Context: an optimization exercise on an open-source flow, tuned for small area and a short achievable clock period. The choices shown serve that exercise and are no tape-out recipe.
The RTL was checked by simulation tests, not by an equivalence proof against the original design.
No activity file was given, so power comes from the tool's default toggle rates.

File: flow/config.mk
export PLATFORM = sky130hd
export DESIGN_NAME = cpuTop
export DESIGN_NICKNAME = cpuTop
export VERILOG_FILES = /design/flow/design.v
export SDC_FILE = /design/flow/constraint.sdc
export NUM_CORES = 4
export LEC_CHECK = 0
export CAP_MARGIN = 20
export CELL_PAD_IN_SITES_DETAIL_PLACEMENT = 1
export CELL_PAD_IN_SITES_GLOBAL_PLACEMENT = 2
export CORE_MARGIN = 2
export CORE_UTILIZATION = 40
export CTS_CLUSTER_DIAMETER = 100
export CTS_CLUSTER_SIZE = 25
export PLACE_DENSITY = 0.5
export SETUP_SLACK_MARGIN = 0.3
export SLEW_MARGIN = 20
export SYNTH_HIERARCHICAL = 1
export SYNTH_MINIMUM_KEEP_SIZE = 0
File: flow/constraint.sdc
create_clock -name core_clock -period 15.0 [get_ports {i_clk}]
set_input_delay 3.0000 -clock core_clock [delete_from_list [all_inputs] [get_ports {i_clk}]]
set_output_delay 3.0000 -clock core_clock [all_outputs]
set_load 0.01 [all_outputs]
File: flow/design.v
`timescale 1ns/1ps
module cpuTop (
    input  logic            i_clk,
    input  logic            i_arstN,
    input  logic            i_run,
    input  logic            i_progWe,
    input  logic [8-1:0] i_progAddr,
    input  logic [8:0]  i_progData,
    output logic [8-1:0] o_pc,
    output logic            o_regWe,
    output logic [2:0] o_regIdx,
    output logic [8-1:0]   o_regData,
    output logic            o_memWe,
    output logic [8-1:0]   o_memAddr,
    output logic [8-1:0]   o_memData
);
    logic [8:0] pmem [256];
    logic [7:0] dmem [256];
    logic [7:0] regs [8];
    logic [8:0] ir;           
    logic       rstF;         
    logic       zf, cf;
    logic [7:0] xReg;         
    logic [7:0] yReg;         
    logic [7:0] ldSh [8];    
    logic [8-1:0] ldV;
    logic [8:0] instr;
    logic [2:0] op, hi, lo;
    logic [7:0] ldData;
    logic [7:0] pcInc, pcNext;
    logic [7:0] aluRes;
    logic       aluC;
    logic       isSti, isStr, isMov, isMath, isJmp, isLdr, isCall;
    logic       regWeDec, jumpTaken;
    logic [7:0] wrData;
    logic [2:0] dst;
    assign instr  = rstF ? pmem[0] : ir;
    assign ldData = ldV[lo] ? ldSh[lo] : dmem[0];
    assign op = instr[8:6];
    assign hi = instr[5:3];
    assign lo = instr[2:0];
    assign isLdr  = (op == 3'b010);
    assign isSti  = (op == 3'b011);
    assign isStr  = (op == 3'b100);
    assign isMov  = (op == 3'b101);
    assign isMath = (op == 3'b110);
    assign isJmp  = (op == 3'b111);
    assign isCall = isJmp && (lo == 3'b001);
    always_comb begin
        logic [8:0] wide;
        case (lo)
            3'b000:  wide = {1'b0, regs[0]} + {1'b0, xReg};
            3'b001:  wide = {1'b0, regs[0]} - {1'b0, xReg};
            3'b010:  wide = {1'b0, regs[0] & xReg};
            3'b011:  wide = {1'b0, regs[0] | xReg};
            3'b100:  wide = {1'b0, regs[0] ^ xReg};
            3'b101:  wide = {regs[0], 1'b0};
            3'b110:  wide = {regs[0][0], 1'b0, regs[0][7:1]};
            default: wide = {1'b0, ~regs[0]};
        endcase
        aluRes = wide[7:0];
        aluC   = wide[8];
    end
    logic jtReg, jt0;
    assign jt0 = (pmem[0][8:6] == 3'b111) &&
                 (pmem[0][2:0] == 3'd0 || pmem[0][2:0] == 3'd1 ||
                  pmem[0][2:0] == 3'd3 || pmem[0][2:0] == 3'd5);
    assign jumpTaken = rstF ? jt0 : jtReg;
    assign pcInc  = o_pc + 8'd1;
    assign pcNext = jumpTaken ? xReg : pcInc;
    assign regWeDec = (op == 3'b001) || isLdr || isMov || isMath || isCall;
    assign dst = isMath ? 3'd0 : isJmp ? 3'd7 : hi;
    always_comb begin
        case (1'b1)
            isLdr:   wrData = ldData;
            isMov:   wrData = yReg;
            isMath:  wrData = aluRes;
            isJmp:   wrData = pcInc;
            default: wrData = {5'b0, lo};
        endcase
    end
    assign o_regWe   = i_run && regWeDec;
    assign o_regIdx  = dst;
    assign o_regData = wrData;
    assign o_memWe   = i_run && (isSti || isStr);
    assign o_memAddr = xReg;
    assign o_memData = isSti ? {5'b0, lo} : yReg;
    logic [255:0] pSel;
    logic [8:0]   pRd;
    rdDec u_prdec (.i_addr(pcNext), .o_sel(pSel));
    for (genvar b = 0; b < 9; b++) begin : g_prd
        logic [255:0] col;
        for (genvar i = 0; i < 256; i++) begin : g_c
            assign col[i] = pmem[i][b];
        end
        andOr256 u_rd (.i_d(col), .i_s(pSel), .o_y(pRd[b]));
    end
    logic [8:0] irNext;
    always_comb begin
        if (i_run)                                   irNext = pRd;
        else if (i_progWe && i_progAddr == o_pc)     irNext = i_progData;
        else                                         irNext = ir;
    end
    logic [7:0] regsNext [8];
    always_comb begin
        for (int k = 0; k < 8; k++)
            regsNext[k] = (o_regWe && dst == 3'(k)) ? wrData : regs[k];
    end
    logic [7:0] xNext, yNext;
    assign xNext = regsNext[irNext[5:3]];
    assign yNext = regsNext[irNext[2:0]];
    logic zNext, cNext, condNext;
    assign zNext = (i_run && isMath) ? (aluRes == 8'd0) : zf;
    assign cNext = (i_run && isMath) ? aluC : cf;
    always_comb begin
        case (irNext[2:0])
            3'b000, 3'b001: condNext = 1'b1;
            3'b010:         condNext = zNext;
            3'b011:         condNext = !zNext;
            3'b100:         condNext = cNext;
            3'b101:         condNext = !cNext;
            default:        condNext = 1'b0;
        endcase
    end
    logic [255:0] dSel;
    logic [7:0]   dRd;
    rdDec u_drdec (.i_addr(wrData), .o_sel(dSel));
    for (genvar b = 0; b < 8; b++) begin : g_drd
        logic [255:0] col;
        for (genvar i = 0; i < 256; i++) begin : g_c
            assign col[i] = dmem[i][b];
        end
        andOr256 u_rd (.i_d(col), .i_s(dSel), .o_y(dRd[b]));
    end
    logic [7:0] ldShNext [8];
    logic [8-1:0] ldVNext;
    always_comb begin
        for (int k = 0; k < 8; k++) begin
            ldShNext[k] = ldSh[k];
            ldVNext[k]  = ldV[k];
            if (o_regWe && dst == 3'(k)) begin
                ldShNext[k] = dRd;
                ldVNext[k]  = 1'b1;
            end else if (o_memWe && regs[k] == xReg) begin
                ldShNext[k] = o_memData;
            end
        end
    end
    logic [255:0] pWe, pHold, dWe, dHold;
    wrDec u_pwdec (.i_addr(i_progAddr), .i_en(i_progWe && !i_run), .o_we(pWe), .o_hold(pHold));
    wrDec u_dwdec (.i_addr(xReg), .i_en(o_memWe), .o_we(dWe), .o_hold(dHold));
    always_ff @(posedge i_clk) begin
        for (int i = 0; i < 256; i++) begin
            pmem[i] <= (pmem[i] & {9{pHold[i]}}) | (i_progData & {9{pWe[i]}});
            dmem[i] <= (dmem[i] & {8{dHold[i]}}) | (o_memData & {8{dWe[i]}});
        end
    end
    always_ff @(posedge i_clk) begin
        ir    <= irNext;
        for (int k = 0; k < 8; k++) ldSh[k] <= ldShNext[k];
        jtReg <= (irNext[8:6] == 3'b111) && condNext;
    end
    always_ff @(posedge i_clk or negedge i_arstN) begin
        if (!i_arstN) begin
            xReg <= 8'd0;
            yReg <= 8'd0;
            ldV  <= '0;
        end else begin
            xReg <= xNext;
            yReg <= yNext;
            ldV  <= ldVNext;
        end
    end
    always_ff @(posedge i_clk or negedge i_arstN) begin
        if (!i_arstN) begin
            rstF <= 1'b1;
            o_pc <= 8'd0;
        end else if (i_run) begin
            rstF <= 1'b0;
            o_pc <= pcNext;
        end
    end
    always_ff @(posedge i_clk or negedge i_arstN) begin
        if (!i_arstN) begin
            zf <= 1'b0;
            cf <= 1'b0;
        end else begin
            zf <= zNext;
            cf <= cNext;
        end
    end
    always_ff @(posedge i_clk or negedge i_arstN) begin
        if (!i_arstN) begin
            for (int i = 0; i < 8; i++) regs[i] <= 8'd0;
        end else begin
            for (int k = 0; k < 8; k++) regs[k] <= regsNext[k];
        end
    end
endmodule
module andOr256 (
    input  logic [255:0] i_d,
    input  logic [255:0] i_s,
    output logic         o_y
);
    logic [85:0] n1;      
    logic [21:0] n2;      
    logic [10:0] n3;      
    logic [2:0]  n4;      
    logic        n5;      
    for (genvar g = 0; g < 85; g++) begin : g_l1
        aoi222 u_g (.a1(i_d[3*g]), .a2(i_s[3*g]), .b1(i_d[3*g+1]), .b2(i_s[3*g+1]),
                    .c1(i_d[3*g+2]), .c2(i_s[3*g+2]), .y(n1[g]));
    end
    nand2 u_l1e (.a(i_d[255]), .b(i_s[255]), .y(n1[85]));
    for (genvar g = 0; g < 21; g++) begin : g_l2
        nand4 u_g (.a(n1[4*g]), .b(n1[4*g+1]), .c(n1[4*g+2]), .d(n1[4*g+3]), .y(n2[g]));
    end
    nand2 u_l2e (.a(n1[84]), .b(n1[85]), .y(n2[21]));
    for (genvar g = 0; g < 11; g++) begin : g_l3
        nor2 u_g (.a(n2[2*g]), .b(n2[2*g+1]), .y(n3[g]));
    end
    nand4 u_l4a (.a(n3[0]), .b(n3[1]), .c(n3[2]),  .d(n3[3]), .y(n4[0]));
    nand4 u_l4b (.a(n3[4]), .b(n3[5]), .c(n3[6]),  .d(n3[7]), .y(n4[1]));
    nand3 u_l4c (.a(n3[8]), .b(n3[9]), .c(n3[10]), .y(n4[2]));
    nor3  u_l5  (.a(n4[0]), .b(n4[1]), .c(n4[2]), .y(n5));
    inv   u_l6  (.a(n5), .y(o_y));
endmodule
module rdDec (
    input  logic [7:0]   i_addr,
    output logic [255:0] o_sel
);
    logic [15:0] hiN, loN;
    always_comb begin
        for (int k = 0; k < 16; k++) begin
            hiN[k] = !(i_addr[7:4] == 4'(k));
            loN[k] = !(i_addr[3:0] == 4'(k));
        end
    end
    for (genvar i = 0; i < 256; i++) begin : g_s
        nor2 u_s (.a(hiN[i / 16]), .b(loN[i % 16]), .y(o_sel[i]));
    end
endmodule
module aoi222 (
    input  logic a1, a2, b1, b2, c1, c2,
    output logic y
);
    assign y = ~((a1 & a2) | (b1 & b2) | (c1 & c2));
endmodule
module nand4 (
    input  logic a, b, c, d,
    output logic y
);
    assign y = ~(a & b & c & d);
endmodule
module nand3 (
    input  logic a, b, c,
    output logic y
);
    assign y = ~(a & b & c);
endmodule
module nor3 (
    input  logic a, b, c,
    output logic y
);
    assign y = ~(a | b | c);
endmodule
module inv (
    input  logic a,
    output logic y
);
    assign y = ~a;
endmodule
module wrDec (
    input  logic [7:0]   i_addr,
    input  logic         i_en,
    output logic [255:0] o_we,
    output logic [255:0] o_hold
);
    logic [15:0] rowA, rowB;
    always_comb begin
        for (int k = 0; k < 16; k++) begin
            rowA[k] = i_en && (i_addr[7:4] == 4'(k));
            rowB[k] = (i_addr[3:0] == 4'(k));
        end
    end
    for (genvar i = 0; i < 256; i++) begin : g_w
        nor2  u_we   (.a(~rowA[i / 16]), .b(~rowB[i % 16]), .y(o_we[i]));
        nand2 u_hold (.a(rowA[i / 16]),  .b(rowB[i % 16]),  .y(o_hold[i]));
    end
endmodule
module nor2 (
    input  logic a, b,
    output logic y
);
    assign y = ~(a | b);
endmodule
module nand2 (
    input  logic a, b,
    output logic y
);
    assign y = ~(a & b);
endmodule
File: flow/flow/run.sh
#!/bin/bash
# Own flow: the standard layout, with timing repair asked to leave setup
# slack well beyond zero, so the achieved period shrinks below the clock
# period. Synthesis is the standard one, unchanged.
set -euo pipefail
bash standard.sh SETUP_SLACK_MARGIN=8.5 finish > standard_make.log 2>&1
File: flow/standard.sh
#!/bin/bash
# synth_recipe.tcl (not shown) runs the flow's synth.tcl, then flattens the netlist and writes it again
# the make line also repeats each setting of config.mk as NAME=value (left out here)
make -C /OpenROAD-flow-scripts/flow DESIGN_CONFIG=/design/flow/config.mk WORK_HOME=/design/flow/orfs CLKGATE_MAP_FILE= SYNTH_SCRIPT=/design/flow/synth_recipe.tcl "${@:-finish}"
==> reports/qor.yml <==
grt:
  grt.overflow.total: 0
  grt_max_degree: 132
  grt_pass1_vias: 142000
  antenna_found_initial: 42
  grt_pass1_wl_microns: 1120000
  grt.total_usage_pct: 35.6
power:
  total_power_mw: 25.2
  power.density_nw_per_um2: 137
  peakVddDrop_uv: 362
  p_leak_nw: 65.6
timing:
  setup_viol: 0
  skew_ns: 0.0583
  worst_slack_ns: 8.12
  tightest_slew_ns: 1.24
  fin_crit_sh_pct: 45.8
  setup_tns_ns: 0
  min_period_ns: 6.88
  slew_viol_final: 0
  max_clock_freq_mhz: 145
  rsz0062_at_grt: "yes"
  relSlewSlack_pct: 17.2
  finalHoldViolCount: 0
synth:
  ys_types: 116
  synthCells: 15600
  synth_fp_nets: 15600
  yosysWarnings: 15
  netlist_area_sq_um: 169000
  ys_seq_area_share_pct: 54.3
  synth-seq-cells: 4525
  synth_flop_cell: "dfxtp_1"
  ys_async_sr_fraction_pct: 2.19
  synth-edff-count: 64
  synth.avg_cell_area_sq_um: 10.9
cells_and_area:
  finish.utilization_pct: 43.6
  area_growth_pct: 8.56
  n_fill_cell: 44300
  drive_above_1_share_pct: 8.24
  fin_area_sq_um: 183000
  nNetsFinal: 14800
detailed_routing:
  wirelength_microns: 797000
  viasPerCell: 7.14
  drt_first_pass_iters: 15
  drt.antenna.violating_nets: 0
  drc: 0
  vias: 146000
  wl_per_cell_microns: 39.0
  drtIter0Drc: 21600
clocking:
  postCtsHoldBufs: 0
  h-tree-depth: 4
  root_buffer: "clkbuf_16"
  clock_latency_ns: 1.01
  clk_path_buf_depth: 4
  clk_pin_slew_ns: 0.10
  cts_tree: "built"
  cts_buffers: 209
  cts_sinks: 4525
placement:
  routabilityCongestion: 0.952
  io_buffers: 57
  dp_hpwl_microns: 507000
  pre_cts_ws_ns: 5.86
  place_area_sq_um: 173000
setup_path:
  r2r_start: "rstF"
  r2r_slack_ns: 8.45
  timing.rr.end: "ldSh[3][7]"
  start_kind: "register"
  cp-end-kind: "output port"
  cp_max_fo: 5
  reg2regPathDepth: 24
  path_class: "reg -> out"
  crit_required_ns: 12.00
  arrival_ns: 3.88
flow_run:
  maxCapViolations: 0
hold_path:
  hp-start: "pmem[36][2]"
  holdPathStages: 1
  hold_end: "pmem[36][2]"
  hold_path.class: "reg -> reg"
floorplanning:
  fp.coreArea_sq_um: 420000
  io_pins: 58
  initial_core_util_pct: 40.2
  fp.dieW_microns: 654
  die_h_microns: 654
  die-area_sq_um: 428000
  std_cell_rows: 238
outcome:
  status: "no timing/DRC/antenna violations"
-- modules after synthesis (local to each module, per instance), excerpt --
module,flip-flops and latches,cell area (sq um),cells inside
cpuTop,4525,143000,11700
wrDec,0,483,96
nand3,0,5.00,1
inv,0,3.75,1
aoi222,0,10.0,1
rdDec,0,373,40
nor2,0,3.75,1
nand4,0,6.26,1
nand2,0,3.75,1
nor3,0,10.0,1
-- kinds of logic after synthesis --
family | after synthesis | synth area share, %
mux | 63 | 0.407
fa+ha+maj | 27 | 0.209
simple gates | 2880 | 7.73
flops | 4525 | 54.3
xor+xnor | 72 | 0.373
compound gates | 6252 | 33.0
buf+inv | 1757 | 4.03
-- critical path, stage by stage, from the launching register on --
cell and delay [ns]:
dfstp_2 0.61, buf_6 0.14, buf_16 0.13, mux2i_4 0.27, buf_8 0.19, buf_6 0.12, nor2_4 0.05, a32oi_2 0.20
o221ai_1 0.20, o211ai_1 0.47, a22oi_4 0.16, buf_12 0.18, buf_12 0.14
-- per-layer routing --
layer	global-route usage, %	up-vias	wire length (microns)
li1	-	60600	-
met1	46.8	76100	329000
met2	55.9	7511	356000
met3	5.96	1634	64200
met4	19.1	23	48200
met5	0	-	163
-- cell type report --
type | instances | area [sq um] | share of cell area [%]
Antenna cell | 23 | 57.6 | 0.0314
Sequential cell | 4525 | 91800 | 50.0
Clock buffer | 233 | 5540 | 3.02
Tap cell | 5640 | 7060 | 3.85
Inverter | 115 | 622 | 0.339
Multi-Input combinational cell | 9299 | 72500 | 39.5
Clock inverter | 25 | 375 | 0.205
Timing Repair inverter | 18 | 150 | 0.0818
Timing Repair Buffer | 551 | 5440 | 2.97
-- timing repair --
| item | in CTS | in global routing |
|---|---|---|
| setup buffers | 175 | 42 |
| setup endpoints to repair | 110 | 96 |
| pin swaps | 113 | 81 |
| gates resized for setup | 449 | 118 |
| gates cloned | 29 | 1 |
-- cell usage after synthesis (all sizes together), types with 8 or more instances --
| cell | n | area [sq um] |
|---|---|---|
| clkinv | 10 | 37.5 |
| dfrtp | 98 | 2450 |
| nand3 | 80 | 420 |
| nor2b | 18 | 113 |
| inv | 105 | 394 |
| nand2 | 787 | 2950 |
| nor4 | 10 | 90.1 |
| o22ai | 25 | 163 |
| buf | 1097 | 4330 |
| nor2 | 1338 | 5030 |
| xnor2 | 69 | 604 |
| and3 | 9 | 58.8 |
| a21o | 12 | 90.1 |
| nand4b | 17 | 149 |
| a22oi | 16 | 144 |
| a22o | 4353 | 38100 |
| o21ai | 128 | 644 |
| nand2b | 27 | 169 |
| and2 | 16 | 100 |
| mux2i | 39 | 414 |
| nand4bb | 24 | 270 |
| a31oi | 26 | 163 |
| a221o | 8 | 80.1 |
| edfxtp | 64 | 1920 |
| mux2 | 24 | 274 |
| a2111oi | 8 | 96.4 |
| a211oi | 30 | 235 |
| o2111ai | 9 | 85.1 |
| nor3 | 66 | 450 |
| or4b | 16 | 175 |
| a21oi | 72 | 413 |
| o31ai | 16 | 120 |
| o211ai | 21 | 158 |
| dfxtp | 4362 | 87300 |
| o311ai | 9 | 111 |
| ha | 25 | 313 |
| nand4 | 425 | 2660 |
| o221ai | 14 | 129 |
| a222oi | 1446 | 14500 |
| nand3b | 8 | 60.1 |
| clkbuf | 545 | 2050 |
-- flip-flops by register name (all words and copies together), names as in the netlist, 8 cells and up --
name / flops
pmem: 2304
ldSh: 64
o_pc: 8
ldV: 8
xReg: 8
regs: 64
dmem: 2048
ir: 9
yReg: 8
-- how the worst max path moves through the flow --
stage          startpoint  cells after the start  slack, ns           end
6_report             rstF                     12       8.12  o_regData[7]
5_1_grt              rstF                     12       8.08  o_regData[6]
4_1_cts              rstF                     12       8.14  o_regData[6]
3_5_place_dp         rstF                     21       5.86       xReg[2]
3_3_place_gp         rstF                     20       5.73       xReg[2]
2_1_floorplan       i_run                      4       8.51       o_regWe
-- power breakdown --
part	total (mW)	switching, mW	internal (mW)
Combinational	5.68	4.37	1.31
Clock	6.87	4.11	2.76
Sequential	12.6	0.287	12.3
Total	25.2	8.77	16.4
-- through the flow --
stage	cells	hold WS [ns]
3_3_place_gp	19900	0.451
5_1_grt	20400	0.492
2_1_floorplan	15600	0.439
4_1_cts	20400	0.481
6_report	20400	0.479
3_5_place_dp	19900	0.452
-- cell usage in the layout (no fill, tap or decap), types with 39 or more instances in the layout --
cell type	instances
buf_4	393
nand3_1	53
nand4_1	425
nand2_1	757
nor2_2	62
clkbuf_16	219
a22o_1	4353
xnor2_1	69
inv_1	83
nor2_4	40
dfrtp_1	84
edfxtp_1	64
dfxtp_1	4360
a222oi_1	1446
a21oi_1	56
buf_12	59
nor3_2	39
nor2_1	1236
o21ai_0	108

afterwards: timing with drivers on the ports:
No port has a modelled driver above. Below, the same layout with a new extraction and two added sets of constraints. Step 1 assumes that a clkbuf_16 drives the clock port and a buf_2 every other input. Step 2 moves the port delays by t, midway between the first and last clock arrival at a register: inputs arrive t later, outputs are due t later. That takes back most of the time a late clock gives input paths. Slacks: ideal / step 1 / step 2; pairs: ideal / step 1.
shift t [ns]: 1.100
slack for setup (ns): 8.125 / 8.009 / 7.716
latest minus earliest clock arrival (ns): 0.059 / 0.059
After both steps setup and hold are still met in this run. For this run, drivers alone change the setup slack by -0.116 ns; drivers and shift together by -0.409 ns.
